Background: an optimization exercise with open tools, aiming at small area, a short achievable clock period and few clock cycles. Do not read the settings as production practice. The RTL was checked by simulation tests, not by an equivalence proof against the original design. Power is estimated from default activity; no workload was simulated.

==> job 7061 <==
==> flow/design.v <==
`default_nettype none
package lag_pkg;
  localparam int MAX_ROWS = 64;
  localparam int MAX_COLS = 64;
  localparam int GRID_W   = 64;
  localparam int ADDR_W   = $clog2(MAX_ROWS);
  localparam int CFG_W    = 7;
  localparam logic [CFG_W-1:0] CFG_RESET = 7'd64;
  localparam logic [1:0] OP_SET    = 2'd0;
  localparam logic [1:0] OP_STEP   = 2'd1;
  localparam logic [1:0] OP_DUMP   = 2'd2;
  localparam logic [1:0] OP_UNUSED = 2'd3;
  localparam logic REG_ROWS_IN_USE = 1'b0;
  localparam logic REG_COLS_IN_USE = 1'b1;
  typedef struct packed {
    logic [1:0] op;
    logic [5:0] row;
    logic [5:0] col;
    logic       cell_value;
  } lag_in_t;
  typedef struct packed {
    logic [5:0]        row_index;
    logic [GRID_W-1:0] row_bits;
    logic              last_row;
  } lag_out_t;
  typedef enum logic [2:0] {
    ST_IDLE,
    ST_SET_RD,
    ST_SET_WR,
    ST_PRIME,
    ST_LOAD,
    ST_SWEEP
  } lag_state_t;
  typedef enum logic [1:0] {
    RD_ITEM,
    RD_FIRST,
    RD_SECOND,
    RD_AHEAD
  } lag_rd_sel_t;
  typedef struct packed {
    logic        capture;
    logic        ram_rd;
    lag_rd_sel_t rd_sel;
    logic        load_window;
    logic        advance;
    logic        set_wr;
  } lag_cmd_t;
  typedef struct packed {
    logic in_range;
    logic last;
    logic slot_free;
  } lag_stat_t;
endpackage
`default_nettype wire
`default_nettype none
module lag_bank #(
  parameter int WIDTH = 64,
  parameter int ROWS  = 8
) (
  input  wire logic             clk,
  input  wire logic             clr,
  input  wire logic [ROWS-1:0]  we,      
  input  wire logic [WIDTH-1:0] wdata,
  input  wire logic [ROWS-1:0]  rsel,    
  output logic      [WIDTH-1:0] rdata
);
  logic [WIDTH-1:0] mem_r [ROWS];
  logic [WIDTH-1:0] wbus;
  assign wbus = clr ? '0 : wdata;
  for (genvar r = 0; r < ROWS; r++) begin : g_row
    always_ff @(posedge clk) begin
      if (clr || we[r]) begin
        mem_r[r] <= wbus;
      end
    end
  end
  always_comb begin
    rdata = '0;
    for (int r = 0; r < ROWS; r++) begin
      rdata = rdata | (mem_r[r] & {WIDTH{rsel[r]}});
    end
  end
endmodule
module lag_ram #(
  parameter int WIDTH = 64,
  parameter int DEPTH = 64
) (
  input  wire logic                     clk,
  input  wire logic                     clr,
  input  wire logic                     we,
  input  wire logic [$clog2(DEPTH)-1:0] waddr,
  input  wire logic [WIDTH-1:0]         wdata,
  input  wire logic [DEPTH-1:0]         rsel,    
  output logic      [WIDTH-1:0]         rdata
);
  localparam int BANK_ROWS = 8;
  localparam int NBANKS    = DEPTH / BANK_ROWS;
  logic [DEPTH-1:0] we_row;
  logic [WIDTH-1:0] bank_rdata [NBANKS];
  always_comb begin
    for (int r = 0; r < DEPTH; r++) we_row[r] = we && (waddr == r[$clog2(DEPTH)-1:0]);
  end
  for (genvar b = 0; b < NBANKS; b++) begin : g_bank
    lag_bank #(
      .WIDTH(WIDTH),
      .ROWS (BANK_ROWS)
    ) u_bank (
      .clk  (clk),
      .clr  (clr),
      .we   (we_row[b*BANK_ROWS +: BANK_ROWS]),
      .wdata(wdata),
      .rsel (rsel[b*BANK_ROWS +: BANK_ROWS]),
      .rdata(bank_rdata[b])
    );
  end
  always_comb begin
    rdata = '0;
    for (int b = 0; b < NBANKS; b++) rdata = rdata | bank_rdata[b];
  end
endmodule
`default_nettype wire
`default_nettype none
module lag_datapath (
  input  wire logic [lag_pkg::GRID_W-1:0] prev_i,
  input  wire logic [lag_pkg::GRID_W-1:0] cur_i,
  input  wire logic [lag_pkg::GRID_W-1:0] next_i,
  input  wire logic [lag_pkg::GRID_W-1:0] col_mask_i,
  output logic      [lag_pkg::GRID_W-1:0] life_o
);
  logic [lag_pkg::GRID_W+1:0] s, k;
  always_comb begin
    s = '0;
    k = '0;
    for (int c = 0; c < lag_pkg::GRID_W; c++) begin
      s[c+1] = (prev_i[c] ^ cur_i[c] ^ next_i[c]) & col_mask_i[c];
      k[c+1] = ((prev_i[c] & cur_i[c]) | (prev_i[c] & next_i[c]) | (cur_i[c] & next_i[c]))
               & col_mask_i[c];
    end
  end
  always_comb begin
    for (int c = 0; c < lag_pkg::GRID_W; c++) begin
      logic s0, c0, s1, c1;
      logic [1:0] mid;
      s0  = s[c] ^ s[c+1] ^ s[c+2];
      c0  = (s[c] & s[c+1]) | (s[c] & s[c+2]) | (s[c+1] & s[c+2]);
      s1  = k[c] ^ k[c+1] ^ k[c+2];
      c1  = (k[c] & k[c+1]) | (k[c] & k[c+2]) | (k[c+1] & k[c+2]);
      mid = {1'b0, c0} + {1'b0, s1};
      life_o[c] = (s0 && mid == 2'd1 && !c1)
               || (cur_i[c] && !s0 && ((mid == 2'd2 && !c1) || (mid == 2'd0 && c1)));
    end
  end
endmodule
`default_nettype wire
`default_nettype none
module lag_ctrl (
  input  wire logic                  clk,
  input  wire logic                  rst_n,
  input  wire logic                  in_valid,
  output logic                       in_stall,
  input  wire lag_pkg::lag_in_t      in_data,
  input  wire logic [5:0]            nrm1_i,     
  input  wire logic [5:0]            ncm1_i,     
  input  wire logic                  pop_i,      
  output logic                       head_v_o,
  output lag_pkg::lag_in_t           head_o,
  output logic [5:0]                 head_nrm1_o,
  output logic [5:0]                 head_ncm1_o,
  output lag_pkg::lag_in_t           head_nxt_o   
);
  logic             q1_v, q2_v;
  lag_pkg::lag_in_t q1, q2;
  logic [5:0]       q1_nrm1, q1_ncm1;
  logic             take, q1_free;
  assign take    = in_valid && !q2_v;
  assign q1_free = !q1_v || pop_i;
  always_ff @(posedge clk) begin
    if (!rst_n) begin
      q1_v <= 1'b0;
      q2_v <= 1'b0;
    end else begin
      if (q1_free) begin
        q1_v <= q2_v || take;
        q2_v <= 1'b0;
      end else if (take) begin
        q2_v <= 1'b1;
      end
    end
  end
  always_ff @(posedge clk) begin
    if (q1_free) begin
      q1      <= head_nxt_o;
      q1_nrm1 <= nrm1_i;
      q1_ncm1 <= ncm1_i;
    end
    if (!q2_v) begin
      q2 <= in_data;
    end
  end
  assign head_nxt_o  = q1_free ? (q2_v ? q2 : in_data) : q1;
  assign in_stall    = q2_v;
  assign head_v_o    = q1_v;
  assign head_o      = q1;
  assign head_nrm1_o = q1_nrm1;
  assign head_ncm1_o = q1_ncm1;
endmodule
`default_nettype wire
`default_nettype none
module life_automaton_generation_unit (
  input  wire logic              clk,
  input  wire logic              rst_n,
  input  wire logic              in_valid,
  output logic                   in_stall,
  input  wire logic [1:0]        in_op,
  input  wire logic [5:0]        in_row,
  input  wire logic [5:0]        in_col,
  input  wire logic              in_cell_value,
  output logic                   out_valid,
  input  wire logic              out_stall,
  output logic [5:0]             out_row_index,
  output logic [lag_pkg::GRID_W-1:0]      out_row_bits,
  output logic                   out_last_row,
  input  wire logic              cfg_we,
  input  wire logic              cfg_index,
  input  wire logic [lag_pkg::CFG_W-1:0]  cfg_wdata
);
  localparam int W = lag_pkg::GRID_W;
  typedef enum logic [1:0] {
    K_SET,
    K_PRIME,
    K_STEP,
    K_DUMP
  } kind_t;
  logic [lag_pkg::CFG_W-1:0] rows_cfg_r, cols_cfg_r;
  logic [5:0]                nrm1, ncm1;
  always_ff @(posedge clk) begin
    if (!rst_n) begin
      rows_cfg_r <= lag_pkg::CFG_RESET;
      cols_cfg_r <= lag_pkg::CFG_RESET;
    end else if (cfg_we) begin
      if (cfg_index == lag_pkg::REG_COLS_IN_USE) cols_cfg_r <= cfg_wdata;
      else rows_cfg_r <= cfg_wdata;
    end
  end
  always_comb begin
    if (rows_cfg_r == '0) nrm1 = 6'd0;
    else if (rows_cfg_r >= 7'd64) nrm1 = 6'd63;
    else nrm1 = 6'(rows_cfg_r - 7'd1);
    if (cols_cfg_r == '0) ncm1 = 6'd0;
    else if (cols_cfg_r >= 7'd64) ncm1 = 6'd63;
    else ncm1 = 6'(cols_cfg_r - 7'd1);
  end
  lag_pkg::lag_in_t in_data, head, head_nxt;
  logic             head_v, pop;
  logic [5:0]       head_nrm1, head_ncm1;
  assign in_data.op         = in_op;
  assign in_data.row        = in_row;
  assign in_data.col        = in_col;
  assign in_data.cell_value = in_cell_value;
  lag_ctrl u_ctrl (
    .clk        (clk),
    .rst_n      (rst_n),
    .in_valid   (in_valid),
    .in_stall   (in_stall),
    .in_data    (in_data),
    .nrm1_i     (nrm1),
    .ncm1_i     (ncm1),
    .pop_i      (pop),
    .head_v_o   (head_v),
    .head_o     (head),
    .head_nrm1_o(head_nrm1),
    .head_ncm1_o(head_ncm1),
    .head_nxt_o (head_nxt)
  );
  logic       hold;
  logic [6:0] cnt_r, cnt_nxt;  
  logic       is_set, is_step, is_dump;
  logic       issue;
  kind_t      r_kind;
  logic [5:0] r_row;
  logic [5:0] raddr_nxt;
  logic [lag_pkg::MAX_ROWS-1:0] rsel_r;   
  logic       fwd_r;           
  assign is_set  = head.op == lag_pkg::OP_SET;
  assign is_step = head.op == lag_pkg::OP_STEP;
  assign is_dump = head.op == lag_pkg::OP_DUMP;
  always_comb begin
    pop = 1'b0;
    if (head_v && !hold) begin
      if (is_step)      pop = cnt_r == {1'b0, head_nrm1} + 7'd1;
      else if (is_dump) pop = cnt_r[5:0] == head_nrm1;
      else              pop = 1'b1;
    end
  end
  always_comb begin
    cnt_nxt = cnt_r;
    if (!rst_n) cnt_nxt = '0;
    else if (head_v && !hold && (is_step || is_dump)) cnt_nxt = pop ? 7'd0 : cnt_r + 7'd1;
  end
  always_ff @(posedge clk) begin
    cnt_r <= cnt_nxt;
  end
  assign issue     = head_v && (is_set || is_step || is_dump);
  assign raddr_nxt = (head_nxt.op == lag_pkg::OP_SET) ? head_nxt.row : cnt_nxt[5:0];
  always_ff @(posedge clk) begin
    for (int r = 0; r < lag_pkg::MAX_ROWS; r++) rsel_r[r] <= raddr_nxt == 6'(r);
  end
  always_comb begin
    r_kind = K_SET;
    r_row  = head.row;
    if (is_dump) begin
      r_kind = K_DUMP;
      r_row  = cnt_r[5:0];
    end else if (is_step) begin
      r_kind = (cnt_r == '0) ? K_PRIME : K_STEP;
      r_row  = 6'(cnt_r - 7'd1);
    end
  end
  logic       x_v, x_last, x_val, x_inr;
  kind_t      x_kind;
  logic [5:0] x_row, x_col;
  logic [W-1:0] x_mask;        
  logic [W-1:0] r_mask;
  logic [W-1:0] rd_r, prev_r, cur_r;
  logic [W-1:0] ram_rdata, life, next_m, step_word, set_word, wdata;
  logic         x_out, x_wr, r_inr, r_wr;
  logic         fwdx_r, fwdw_r;    
  always_comb begin
    for (int c = 0; c < W; c++) r_mask[c] = 6'(c) <= head_ncm1;
  end
  always_ff @(posedge clk) begin
    if (!rst_n) begin
      x_v <= 1'b0;
    end else if (!hold) begin
      x_v <= issue;
    end
  end
  always_ff @(posedge clk) begin
    if (!hold) begin
      x_kind  <= r_kind;
      x_row   <= r_row;
      x_col   <= head.col;
      x_val   <= head.cell_value;
      x_inr   <= r_inr;
      x_last  <= r_row == head_nrm1;
      x_mask  <= r_mask;
    end
  end
  assign r_inr = (head.row <= head_nrm1) && (head.col <= head_ncm1);
  assign r_wr  = (r_kind == K_STEP) || (r_kind == K_SET && r_inr);
  assign x_wr  = (x_kind == K_STEP) || (x_kind == K_SET && x_inr);
  always_ff @(posedge clk) begin
    if (!hold && issue && r_kind == K_STEP) begin
      cur_r  <= rd_r;
      prev_r <= (r_row == 6'd0) ? '0 : cur_r;
    end
  end
  assign next_m = x_last ? '0 : rd_r;
  lag_datapath u_life (
    .prev_i    (prev_r),
    .cur_i     (cur_r),
    .next_i    (next_m),
    .col_mask_i(x_mask),
    .life_o    (life)
  );
  assign step_word = (life & x_mask) | (cur_r & ~x_mask);
  always_comb begin
    set_word = rd_r;
    set_word[x_col] = x_val;
  end
  assign x_out = x_v && ((x_kind == K_STEP) || (x_kind == K_DUMP));
  assign wdata = (x_kind == K_SET) ? set_word : step_word;
  logic         wb_v;
  logic [5:0]   wb_row;
  logic [W-1:0] wb_r;
  always_ff @(posedge clk) begin
    if (!rst_n) wb_v <= 1'b0;
    else        wb_v <= x_v && x_wr && !hold;
    wb_row <= x_row;
    wb_r   <= wdata;
  end
  lag_ram #(
    .WIDTH(W),
    .DEPTH(lag_pkg::MAX_ROWS)
  ) u_grid (
    .clk  (clk),
    .clr  (!rst_n),
    .we   (wb_v),
    .waddr(wb_row),
    .wdata(wb_r),
    .rsel (rsel_r),
    .rdata(ram_rdata)
  );
  always_ff @(posedge clk) begin
    if (hold) begin
      fwdx_r <= x_v && x_wr && (x_row == raddr_nxt);
      fwdw_r <= 1'b0;
    end else begin
      fwdx_r <= issue && r_wr && (r_row == raddr_nxt);
      fwdw_r <= x_v && x_wr && (x_row == raddr_nxt);
    end
  end
  always_ff @(posedge clk) begin
    if (!hold) begin
      rd_r <= fwdx_r ? wdata : (fwdw_r ? wb_r : ram_rdata);
    end
  end
  logic         out_v_r, out_last_r;
  logic [5:0]   out_idx_r;
  logic [W-1:0] out_bits_r;
  assign hold = out_v_r && out_stall;
  always_ff @(posedge clk) begin
    if (!rst_n) begin
      out_v_r <= 1'b0;
    end else if (!hold) begin
      out_v_r <= x_out;
    end
  end
  always_ff @(posedge clk) begin
    if (!hold && x_out) begin
      out_idx_r  <= x_row;
      out_last_r <= x_last;
      out_bits_r <= ((x_kind == K_STEP) ? life : rd_r) & x_mask;
    end
  end
  assign out_valid     = out_v_r;
  assign out_row_index = out_idx_r;
  assign out_row_bits  = out_bits_r;
  assign out_last_row  = out_last_r;
endmodule
`default_nettype wire
==> flow/run.sh <==
#!/bin/bash
# synth_recipe.tcl (not shown) runs the flow's synth.tcl, then flattens the netlist and writes it again
# the make line also repeats each setting of config.mk as NAME=value (left out here)
make -C /OpenROAD-flow-scripts/flow DESIGN_CONFIG=/design/flow/config.mk WORK_HOME=/design/flow/orfs CLKGATE_MAP_FILE= SYNTH_SCRIPT=/design/flow/synth_recipe.tcl finish
==> flow/config.mk <==
export PLATFORM = sky130hd
export DESIGN_NAME = life_automaton_generation_unit
export DESIGN_NICKNAME = life_automaton_generation_unit
export VERILOG_FILES = /design/flow/design.v
export SDC_FILE = /design/flow/constraint.sdc
export NUM_CORES = 4
export LEC_CHECK = 0
export CAP_MARGIN = 20
export CORE_MARGIN = 2
export CORE_UTILIZATION = 40
export CTS_CLUSTER_DIAMETER = 80
export CTS_CLUSTER_SIZE = 20
export SETUP_SLACK_MARGIN = 5
export SLEW_MARGIN = 20
export SYNTH_HIERARCHICAL = 1
==> flow/constraint.sdc <==
create_clock -name core_clock -period 10.0 [get_ports {clk}]
set_input_delay 2.0000 -clock core_clock [delete_from_list [all_inputs] [get_ports {clk}]]
set_output_delay 2.0000 -clock core_clock [all_outputs]
set_load 0.01 [all_outputs]
==> job 4463: changes against job 7061 <==
--- a/flow/design.v
+++ b/flow/design.v
@@ -60,3 +60,2 @@
   input  wire logic             clk,
-  input  wire logic             clr,
   input  wire logic [ROWS-1:0]  we,      
@@ -67,8 +66,6 @@
   logic [WIDTH-1:0] mem_r [ROWS];
-  logic [WIDTH-1:0] wbus;
-  assign wbus = clr ? '0 : wdata;
   for (genvar r = 0; r < ROWS; r++) begin : g_row
     always_ff @(posedge clk) begin
-      if (clr || we[r]) begin
-        mem_r[r] <= wbus;
+      if (we[r]) begin
+        mem_r[r] <= wdata;
       end
@@ -98,5 +95,7 @@
   logic [DEPTH-1:0] we_row;
+  logic [WIDTH-1:0] wbus;
   logic [WIDTH-1:0] bank_rdata [NBANKS];
+  assign wbus = clr ? '0 : wdata;
   always_comb begin
-    for (int r = 0; r < DEPTH; r++) we_row[r] = we && (waddr == r[$clog2(DEPTH)-1:0]);
+    for (int r = 0; r < DEPTH; r++) we_row[r] = clr || (we && (waddr == r[$clog2(DEPTH)-1:0]));
   end
@@ -108,5 +107,4 @@
       .clk  (clk),
-      .clr  (clr),
       .we   (we_row[b*BANK_ROWS +: BANK_ROWS]),
-      .wdata(wdata),
+      .wdata(wbus),
       .rsel (rsel[b*BANK_ROWS +: BANK_ROWS]),
@@ -168,2 +166,4 @@
   output logic [5:0]                 head_ncm1_o,
+  output logic [6:0]                 head_lim_o,  
+  output logic                       head_free_o, 
   output lag_pkg::lag_in_t           head_nxt_o   
@@ -173,2 +173,3 @@
   logic [5:0]       q1_nrm1, q1_ncm1;
+  logic [6:0]       q1_lim, lim_nxt;
   logic             take, q1_free;
@@ -194,2 +195,3 @@
       q1_ncm1 <= ncm1_i;
+      q1_lim  <= lim_nxt;
     end
@@ -200,2 +202,11 @@
   assign head_nxt_o  = q1_free ? (q2_v ? q2 : in_data) : q1;
+  always_comb begin
+    unique case (head_nxt_o.op)
+      lag_pkg::OP_STEP: lim_nxt = {1'b0, nrm1_i} + 7'd1;
+      lag_pkg::OP_DUMP: lim_nxt = {1'b0, nrm1_i};
+      default:          lim_nxt = 7'd0;
+    endcase
+  end
+  assign head_lim_o  = q1_lim;
+  assign head_free_o = q1_free;
   assign in_stall    = q2_v;
@@ -255,2 +266,4 @@
   logic [5:0]       head_nrm1, head_ncm1;
+  logic [6:0]       head_lim;
+  logic             head_free;
   assign in_data.op         = in_op;
@@ -272,2 +285,4 @@
     .head_ncm1_o(head_ncm1),
+    .head_lim_o (head_lim),
+    .head_free_o(head_free),
     .head_nxt_o (head_nxt)
@@ -276,2 +291,3 @@
   logic [6:0] cnt_r, cnt_nxt;  
+  logic       last_r, last_nxt;   
   logic       is_set, is_step, is_dump;
@@ -280,5 +296,5 @@
   logic [5:0] r_row;
-  logic [5:0] raddr_nxt;
+  logic [5:0] raddr_nxt, raddr_r;   
+  logic       rvalid_nxt, rvalid_r;  
   logic [lag_pkg::MAX_ROWS-1:0] rsel_r;   
-  logic       fwd_r;           
   assign is_set  = head.op == lag_pkg::OP_SET;
@@ -286,22 +302,26 @@
   assign is_dump = head.op == lag_pkg::OP_DUMP;
+  assign pop = head_v && !hold && last_r;
   always_comb begin
-    pop = 1'b0;
-    if (head_v && !hold) begin
-      if (is_step)      pop = cnt_r == {1'b0, head_nrm1} + 7'd1;
-      else if (is_dump) pop = cnt_r[5:0] == head_nrm1;
-      else              pop = 1'b1;
+    cnt_nxt  = cnt_r;
+    last_nxt = last_r;
+    if (!rst_n || head_free) begin
+      cnt_nxt  = '0;
+      last_nxt = !((head_nxt.op == lag_pkg::OP_STEP) ||
+                   (head_nxt.op == lag_pkg::OP_DUMP && nrm1 != 6'd0));
+    end else if (!hold) begin
+      cnt_nxt  = cnt_r + 7'd1;
+      last_nxt = (cnt_r + 7'd1) == head_lim;
     end
   end
-  always_comb begin
-    cnt_nxt = cnt_r;
-    if (!rst_n) cnt_nxt = '0;
-    else if (head_v && !hold && (is_step || is_dump)) cnt_nxt = pop ? 7'd0 : cnt_r + 7'd1;
-  end
   always_ff @(posedge clk) begin
-    cnt_r <= cnt_nxt;
+    cnt_r  <= cnt_nxt;
+    last_r <= last_nxt;
   end
-  assign issue     = head_v && (is_set || is_step || is_dump);
-  assign raddr_nxt = (head_nxt.op == lag_pkg::OP_SET) ? head_nxt.row : cnt_nxt[5:0];
+  assign issue      = head_v && (is_set || is_step || is_dump);
+  assign raddr_nxt  = (head_nxt.op == lag_pkg::OP_SET) ? head_nxt.row : cnt_nxt[5:0];
+  assign rvalid_nxt = !((head_nxt.op == lag_pkg::OP_STEP) && last_nxt);
   always_ff @(posedge clk) begin
-    for (int r = 0; r < lag_pkg::MAX_ROWS; r++) rsel_r[r] <= raddr_nxt == 6'(r);
+    raddr_r  <= raddr_nxt;
+    rvalid_r <= rvalid_nxt;
+    for (int r = 0; r < lag_pkg::MAX_ROWS; r++) rsel_r[r] <= rvalid_nxt && (raddr_nxt == 6'(r));
   end
@@ -324,5 +344,5 @@
   logic [W-1:0] rd_r, prev_r, cur_r;
-  logic [W-1:0] ram_rdata, life, next_m, step_word, set_word, wdata;
+  logic [W-1:0] ram_rdata, life, step_word, set_word, wdata;
   logic         x_out, x_wr, r_inr, r_wr;
-  logic         fwdx_r, fwdw_r;    
+  logic         fwdx, fwdw;        
   always_comb begin
@@ -344,3 +364,3 @@
       x_inr   <= r_inr;
-      x_last  <= r_row == head_nrm1;
+      x_last  <= last_r;
       x_mask  <= r_mask;
@@ -357,3 +377,2 @@
   end
-  assign next_m = x_last ? '0 : rd_r;
   lag_datapath u_life (
@@ -361,3 +380,3 @@
     .cur_i     (cur_r),
-    .next_i    (next_m),
+    .next_i    (rd_r),
     .col_mask_i(x_mask),
@@ -393,14 +412,7 @@
   );
-  always_ff @(posedge clk) begin
-    if (hold) begin
-      fwdx_r <= x_v && x_wr && (x_row == raddr_nxt);
-      fwdw_r <= 1'b0;
-    end else begin
-      fwdx_r <= issue && r_wr && (r_row == raddr_nxt);
-      fwdw_r <= x_v && x_wr && (x_row == raddr_nxt);
-    end
-  end
+  assign fwdx = rvalid_r && x_v && x_wr && (x_row == raddr_r);
+  assign fwdw = rvalid_r && wb_v && (wb_row == raddr_r);
   always_ff @(posedge clk) begin
     if (!hold) begin
-      rd_r <= fwdx_r ? wdata : (fwdw_r ? wb_r : ram_rdata);
+      rd_r <= fwdx ? wdata : (fwdw ? wb_r : ram_rdata);
     end
==> flow/flow/run.sh (new file) <==
#!/bin/bash
# Layout flow: the standard ORFS flow (standard.sh, with its synthesis unchanged), with
#  - port buffers of a plain buffer cell (buf_4) rather than whichever buffer-like cell
#    buffer_ports picks, since repair may not swap a port buffer to another footprint;
#  - global routing that keeps more of met1/met2 free (flow/fastroute.tcl).
# make's full output goes to flow_make.log here; each ORFS step logs under orfs/logs/.
set -uo pipefail
here=$(pwd)
export SETUP_SLACK_MARGIN=6.45
export BUFFER_PORTS_ARGS="-buffer_cell sky130_fd_sc_hd__buf_4"
export FASTROUTE_TCL=$here/flow/fastroute.tcl
bash standard.sh finish > flow_make.log 2>&1
==> flow/flow/fastroute.tcl (new file) <==
# Global routing layers as the platform sets them, with more of met1 and met2 held back
# for pin access, so the global routes leave the detailed router room on the low layers.
set_global_routing_layer_adjustment met1 0.5
set_global_routing_layer_adjustment met2 0.35
set_global_routing_layer_adjustment met3-$::env(MAX_ROUTING_LAYER) 0.2

set_routing_layers -clock $::env(MIN_CLK_ROUTING_LAYER)-$::env(MAX_ROUTING_LAYER)
set_routing_layers -signal $::env(MIN_ROUTING_LAYER)-$::env(MAX_ROUTING_LAYER)
==> flow/standard.sh (new file) <==
#!/bin/bash
# synth_recipe.tcl (not shown) runs the flow's synth.tcl, then flattens the netlist and writes it again
# the make line also repeats each setting of config.mk as NAME=value (left out here)
make -C /OpenROAD-flow-scripts/flow DESIGN_CONFIG=/design/flow/config.mk WORK_HOME=/design/flow/orfs CLKGATE_MAP_FILE= SYNTH_SCRIPT=/design/flow/synth_recipe.tcl "${@:-finish}"
--- a/flow/config.mk
+++ b/flow/config.mk
@@ -8,2 +8,3 @@
 export CAP_MARGIN = 20
+export CELL_PAD_IN_SITES_DETAIL_PLACEMENT = 1
 export CORE_MARGIN = 2
@@ -12,3 +13,2 @@
 export CTS_CLUSTER_SIZE = 20
-export SETUP_SLACK_MARGIN = 5
 export SLEW_MARGIN = 20
removed: flow/run.sh
==> qor summary <==
                                                                                       job 7061         job 4463
GR Util All Layers                                                                        0.244            0.305
Static Leakage                                                                          66.0 nW          67.1 nW
Multi-input logic area                                                              41500 sq um      40600 sq um
CP bufs+invs                                                                                  4                1
Netlist area before placement                                                      185000 sq um     182000 sq um
Synthesized area divided by synthesized cell count                                   16.9 sq um       17.5 sq um
Clock insertion delay at the later pin of the skew report                               0.99 ns          0.98 ns
Number of cells in the design after placement                                             16800            16200
Status                                                                 timing/DRC/antenna clean  timing/DRC/antenna clean
Simple-gate share of the synthesized area                                                0.0750           0.0567
Row count                                                                                   249              247
Tightest Pin Transition                                                                 1.28 ns          1.16 ns
TritonCTS buffer count                                                                      279              280
Num tapcells                                                                               6149             5976
Fraction of area in non-clock buffers                                                    0.0153           0.0255
Critical path capture point                                u_grid.g_bank[2].u_bank.mem_r[4][55]  out_row_bits[5]
Final routed wirelength across all metal layers                                          595 mm           601 mm
Final-layout clock buffer total                                                             327              329
Signal arrival time at the worst endpoint                                               5.66 ns          1.64 ns
Seq/total area                                                                            0.692            0.691
Estimated wirelength of the detail-placed design                                         356 mm           372 mm
Count of mapped cells out of synthesis                                                    10900            10400
Count of flip-flops and latches                                                            4644             4657
Synth-to-Final Area Change                                                                7.77%            10.0%
Switching share of total power                                                            0.315            0.299
Starting Density                                                                          0.402            0.402
End of the worst hold path                                                                x_val     u_ctrl.q2[3]
Testbench counts of job 7061, summed over its fixed seeds: cycles 26,632.
Testbench counts of job 4463, summed over its fixed seeds: cycles 26,632.

[separate check: timing with driven ports]
How much do the figures lean on ideal ports? The routed layouts below were timed once more, with nothing changed but the port constraints. Step 1 (the two cells are an assumption about what drives the block):
set clk [get_ports {clk}]
set_driving_cell -lib_cell sky130_fd_sc_hd__clkbuf_16 $clk
set_driving_cell -lib_cell sky130_fd_sc_hd__buf_2 [delete_from_list [all_inputs] $clk]
Step 2 times the ports against the registers' clock, not the clock port: input delays grow and output delays shrink by t, the midpoint of the rising clock arrivals with the driver on. a / b / c = ideal / step 1 / step 2; a / b = the first two.
run | shift t [ns] | setup WS [ns] | worst setup path at the end | latest minus earliest clock arrival (ns) | worst data-port slew with drivers (ns)
job 7061 | 1.087 | 4.952 / 5.047 / 3.960 | input to register | 0.064 / 0.064 | 0.04
job 4463 | 1.080 | 6.358 / 6.244 / 5.408 | input to register | 0.045 / 0.046 | 0.05
After both steps setup and hold are still met in every run listed. For job 7061, which loses most, drivers alone change the setup slack by +0.095 ns; drivers and shift together by -0.992 ns.
